Context: an optimization exercise on an open-source flow, tuned for small area and a short achievable clock period. The choices shown serve that exercise and are no tape-out recipe.
Function was checked by simulation only, so behaviour that the tests miss may differ from the original.
Power figures rest on the tool's default switching activity, not on a simulated workload.

==> flow/design.v (excerpt) <==
module fp32_mul
(
    input  logic        clk,
    input  logic        rst_n,
    input  logic [31:0] a,
    input  logic [31:0] b,
    input  logic        in_valid,
    output logic        out_valid,
    output logic [31:0] result
);
clock: 8.5 ns
lec_check: 0
cap_margin: 20
core_margin: 2
core_utilization: 40
cts_cluster_diameter: 100
cts_cluster_size: 25
slew_margin: 20
synth_hierarchical: 1
synth_minimum_keep_size: 0
standard.sh (not shown) runs the stock make flow with config.mk's settings and CLKGATE_MAP_FILE= SYNTH_SCRIPT=/design/flow/synth_recipe.tcl, a recipe that flattens the netlist after the stock synthesis.
==> flow/flow/run.sh <==
#!/bin/bash
# Own layout flow: the standard layout (standard.sh, ORFS from synthesis
# to finish, synthesis unchanged) with two changes to how the layout is made:
#  - repair_timing aims below the clock period: a path with less than
#    SETUP_SLACK_MARGIN ns of setup slack is treated as one to fix;
#  - the port buffers that buffer_ports inserts on every input and output
#    are sky130_fd_sc_hd__buf_2 rather than the cell it picks by default.
# Each tool's full output stays in orfs/logs; make's output in standard.log.
set -euo pipefail
export SETUP_SLACK_MARGIN=5.3
export BUFFER_PORTS_ARGS="-buffer_cell sky130_fd_sc_hd__buf_2"
bash standard.sh > standard.log 2>&1
Change:
TNS_END_PERCENT = 5   (was unset)
The changed run finished clean.
Design area went down by 0.49%.
Cell count hardly moves.
Clock-buffer cell count climbs by 1.
Via count rises by 0.73%.
Synthesized cell count is unchanged.
Register-to-register slack degrades by 90 ps.
Core utilization shrinks by 0.22 points.
Worst setup slack is worse by 86 ps.
Clock skew barely changes.
Global-route usage came out higher by 0.15 points.
Total power is about the same.
Change:
CTS_CLUSTER_SIZE = 32   (was 25)
TNS_END_PERCENT = unset   (was 5)
What happened: The changed run went through all stages and came out clean; power climbs slightly; via count drops slightly; sequential power hardly moves; clock power climbs by a few percent; global-route usage drops by 0.20 points; setup slack gains 95 ps.
Change:
CTS_CLUSTER_DIAMETER = unset   (was 100)
CTS_CLUSTER_SIZE = unset   (was 32)
Routed wire length rises by 1.2%; worst setup slack barely changes; total power rises by 7.4%; worst hold slack loses 14 ps; non-clock buffer count rises by 1; via count rises by 1.8%; final cell count rises by 1.5%; sequential power hardly moves.

---

Another version of the RTL of fp32_mul (not shown whole).
Size: about 2300 cells after synthesis, about 400 flip-flops, roughly 100 I/O pins, ~26000 sq um of cells after synthesis.
clock: 8.5 ns
lec_check: 0
cap_margin: 20
core_margin: 2
core_utilization: 40
cts_cluster_diameter: 100
cts_cluster_size: 25
slew_margin: 20
synth_hierarchical: 1
synth_minimum_keep_size: 0
Scripts as last shown in full above: flow/flow/run.sh
The baseline passed the timing, DRC and antenna checks.
Rerun with:
--- a/flow/flow/run.sh
+++ b/flow/flow/run.sh
@@ -8,5 +8,5 @@
 # Each tool's full output stays in orfs/logs; make's output in standard.log.
 set -euo pipefail
-export SETUP_SLACK_MARGIN=5.3
+export SETUP_SLACK_MARGIN=5.4
 export BUFFER_PORTS_ARGS="-buffer_cell sky130_fd_sc_hd__buf_2"
 bash standard.sh > standard.log 2>&1
After rerunning: Final area is higher by 0.46%. Clock-buffer cell count is higher by 2. Routed wire length is higher by 0.51%. Worst setup slack improves by 0.052 ns. Global-route usage stays flat. Clock skew is higher by 0.0085 ns.

---

fp32_mul with an RTL version that a note above also has.
For scale: roughly 2300 cells after synthesis, about 390 flip-flops, roughly 100 I/O pins.
clock: 8.5 ns
lec_check: 0
cap_margin: 10
core_margin: 2
core_utilization: 40
cts_cluster_diameter: 100
cts_cluster_size: 25
slew_margin: 10
synth_hierarchical: 1
synth_minimum_keep_size: 0
==> flow/flow/run.sh <==
#!/bin/bash
# Own layout flow: the standard layout (standard.sh, ORFS from synthesis
# to finish, synthesis unchanged) with two changes to how the layout is made:
#  - repair_timing aims below the clock period: a path with less than
#    SETUP_SLACK_MARGIN ns of setup slack is treated as one to fix;
#  - the port buffers that buffer_ports inserts on every input and output
#    are sky130_fd_sc_hd__buf_2 rather than the cell it picks by default.
# Each tool's full output stays in orfs/logs; make's output in standard.log.
set -euo pipefail
export SETUP_SLACK_MARGIN=5.3
export BUFFER_PORTS_ARGS="-buffer_cell sky130_fd_sc_hd__buf_2"
bash standard.sh > standard.log 2>&1
Next try:
Settings changed: CAP_MARGIN 10 to 20, PLACE_DENSITY from default to 0.75, SLEW_MARGIN 10 to 20.
The new run completed with no timing, DRC or antenna violations.
Die area does not change.
Power decreases by about 0.54%.
Synthesized area stays the same.
Final cell count is unchanged.
Utilization hardly moves.
Wire length decreases by about 7%.
Non-clock buffer count climbs by 10.
Clock-buffer cell count drops by 1.
Hold slack degrades by 0.014 ns.
Sequential share of layout area is about the same.
Next try:
Settings changed: PLACE_DENSITY 0.75 to default, TNS_END_PERCENT from default to 30.
=>
- final area rose by 0.66%
- wire length came out higher by 7.7%
- total power rose by 2.5%
- critical path depth is unchanged
Next try:
--- a/flow/flow/run.sh
+++ b/flow/flow/run.sh
@@ -9,3 +9,3 @@
 set -euo pipefail
-export SETUP_SLACK_MARGIN=5.3
+export SETUP_SLACK_MARGIN=5.5
 export BUFFER_PORTS_ARGS="-buffer_cell sky130_fd_sc_hd__buf_2"
Settings changed: TNS_END_PERCENT 30 to default.
The new run ran to the end with no violations.
Synthesized cell count is unchanged.
Setup slack improved by 0.082 ns.
Global-route usage increases by 0.61 points.
Worst hold slack got worse by 0.0048 ns.
Maximum frequency increases by a few percent.
Via count increases by a few percent.
Clock-buffer cell count decreases by 1.
Clock power decreases by a few percent.
Power increases by a little under a tenth.
Next try:
--- a/flow/flow/run.sh
+++ b/flow/flow/run.sh
@@ -6,7 +6,7 @@
 #  - the port buffers that buffer_ports inserts on every input and output
-#    are sky130_fd_sc_hd__buf_2 rather than the cell it picks by default.
+#    are sky130_fd_sc_hd__buf_1 rather than the cell it picks by default.
 # Each tool's full output stays in orfs/logs; make's output in standard.log.
 set -euo pipefail
-export SETUP_SLACK_MARGIN=5.5
-export BUFFER_PORTS_ARGS="-buffer_cell sky130_fd_sc_hd__buf_2"
+export SETUP_SLACK_MARGIN=5.3
+export BUFFER_PORTS_ARGS="-buffer_cell sky130_fd_sc_hd__buf_1"
 bash standard.sh > standard.log 2>&1
Worst hold slack gains 0.0047 ns.
Setup slack degrades by 0.0088 ns.
Flip-flop and latch count does not change.
Fmax stays flat.
Wire length came out lower by roughly a tenth.
Next try:
--- a/flow/flow/run.sh
+++ b/flow/flow/run.sh
@@ -6,7 +6,7 @@
 #  - the port buffers that buffer_ports inserts on every input and output
-#    are sky130_fd_sc_hd__buf_1 rather than the cell it picks by default.
+#    are sky130_fd_sc_hd__buf_2 rather than the cell it picks by default.
 # Each tool's full output stays in orfs/logs; make's output in standard.log.
 set -euo pipefail
-export SETUP_SLACK_MARGIN=5.3
-export BUFFER_PORTS_ARGS="-buffer_cell sky130_fd_sc_hd__buf_1"
+export SETUP_SLACK_MARGIN=5.1
+export BUFFER_PORTS_ARGS="-buffer_cell sky130_fd_sc_hd__buf_2"
 bash standard.sh > standard.log 2>&1
The changed run finished with timing, DRC and antenna clean. Clock-buffer cell count came out higher by 2. Power decreases by 3.0%. Final area decreases by 1.1%. Die area stays the same. Cell count barely changes. Global-route usage stays flat. Register-to-register slack degrades by 0.12 ns. Synthesized area is unchanged. Sequential cell count is unchanged.

what the ideal ports hide:
In the flow no input, the clock included, has a driving cell. The finished layouts below were timed again as built, in two steps. Step 1 (the two cells are an assumption about what drives the block):
set clk [get_ports {clk}]
set_driving_cell -lib_cell sky130_fd_sc_hd__clkbuf_16 $clk
set_driving_cell -lib_cell sky130_fd_sc_hd__buf_2 [delete_from_list [all_inputs] $clk]
Step 2 times the ports against the registers' clock, not the clock port: input delays grow and output delays shrink by t, the midpoint of the rising clock arrivals with the driver on. Slacks: no drivers / after step 1 / after step 2; pairs: no drivers / after step 1.
| run | shift t [ns] | slack for setup (ns) | worst setup path after step 2 | clock arrival spread, ns |
|---|---|---|---|---|
| the first run of note 1 | 0.627 | 5.315 / 5.315 / 4.869 | input to register | 0.035 / 0.035 |
| the second run of note 1 | 0.611 | 5.229 / 5.229 / 4.712 | input to register | 0.033 / 0.032 |
| the third run of note 1 | 0.620 | 5.323 / 5.323 / 4.949 | input to register | 0.051 / 0.050 |
| the fourth run of note 1 | 0.644 | 5.326 / 5.326 / 4.872 | input to register | 0.036 / 0.036 |
| the first run of note 2 | 0.631 | 5.354 / 5.354 / 4.863 | input to register | 0.027 / 0.027 |
| the second run of note 2 | 0.621 | 5.406 / 5.406 / 4.881 | input to register | 0.040 / 0.041 |
| the first run of note 3 | 0.627 | 5.315 / 5.315 / 4.869 | input to register | 0.035 / 0.035 |
| the second run of note 3 | 0.613 | 5.285 / 5.285 / 5.128 | input to register | 0.054 / 0.055 |
| the third run of note 3 | 0.625 | 5.233 / 5.233 / 4.917 | input to register | 0.055 / 0.055 |
| the fourth run of note 3 | 0.637 | 5.315 / 5.315 / 5.098 | input to register | 0.023 / 0.024 |
| the fifth run of note 3 | 0.623 | 5.307 / 5.307 / 4.875 | input to register | 0.035 / 0.035 |
| the sixth run of note 3 | 0.616 | 5.189 / 5.189 / 4.811 | input to register | 0.038 / 0.038 |
After both steps every run listed still meets setup and hold. For the second run of note 2, which loses most, drivers alone change the setup slack by 0.000 ns; drivers and shift together by -0.525 ns.
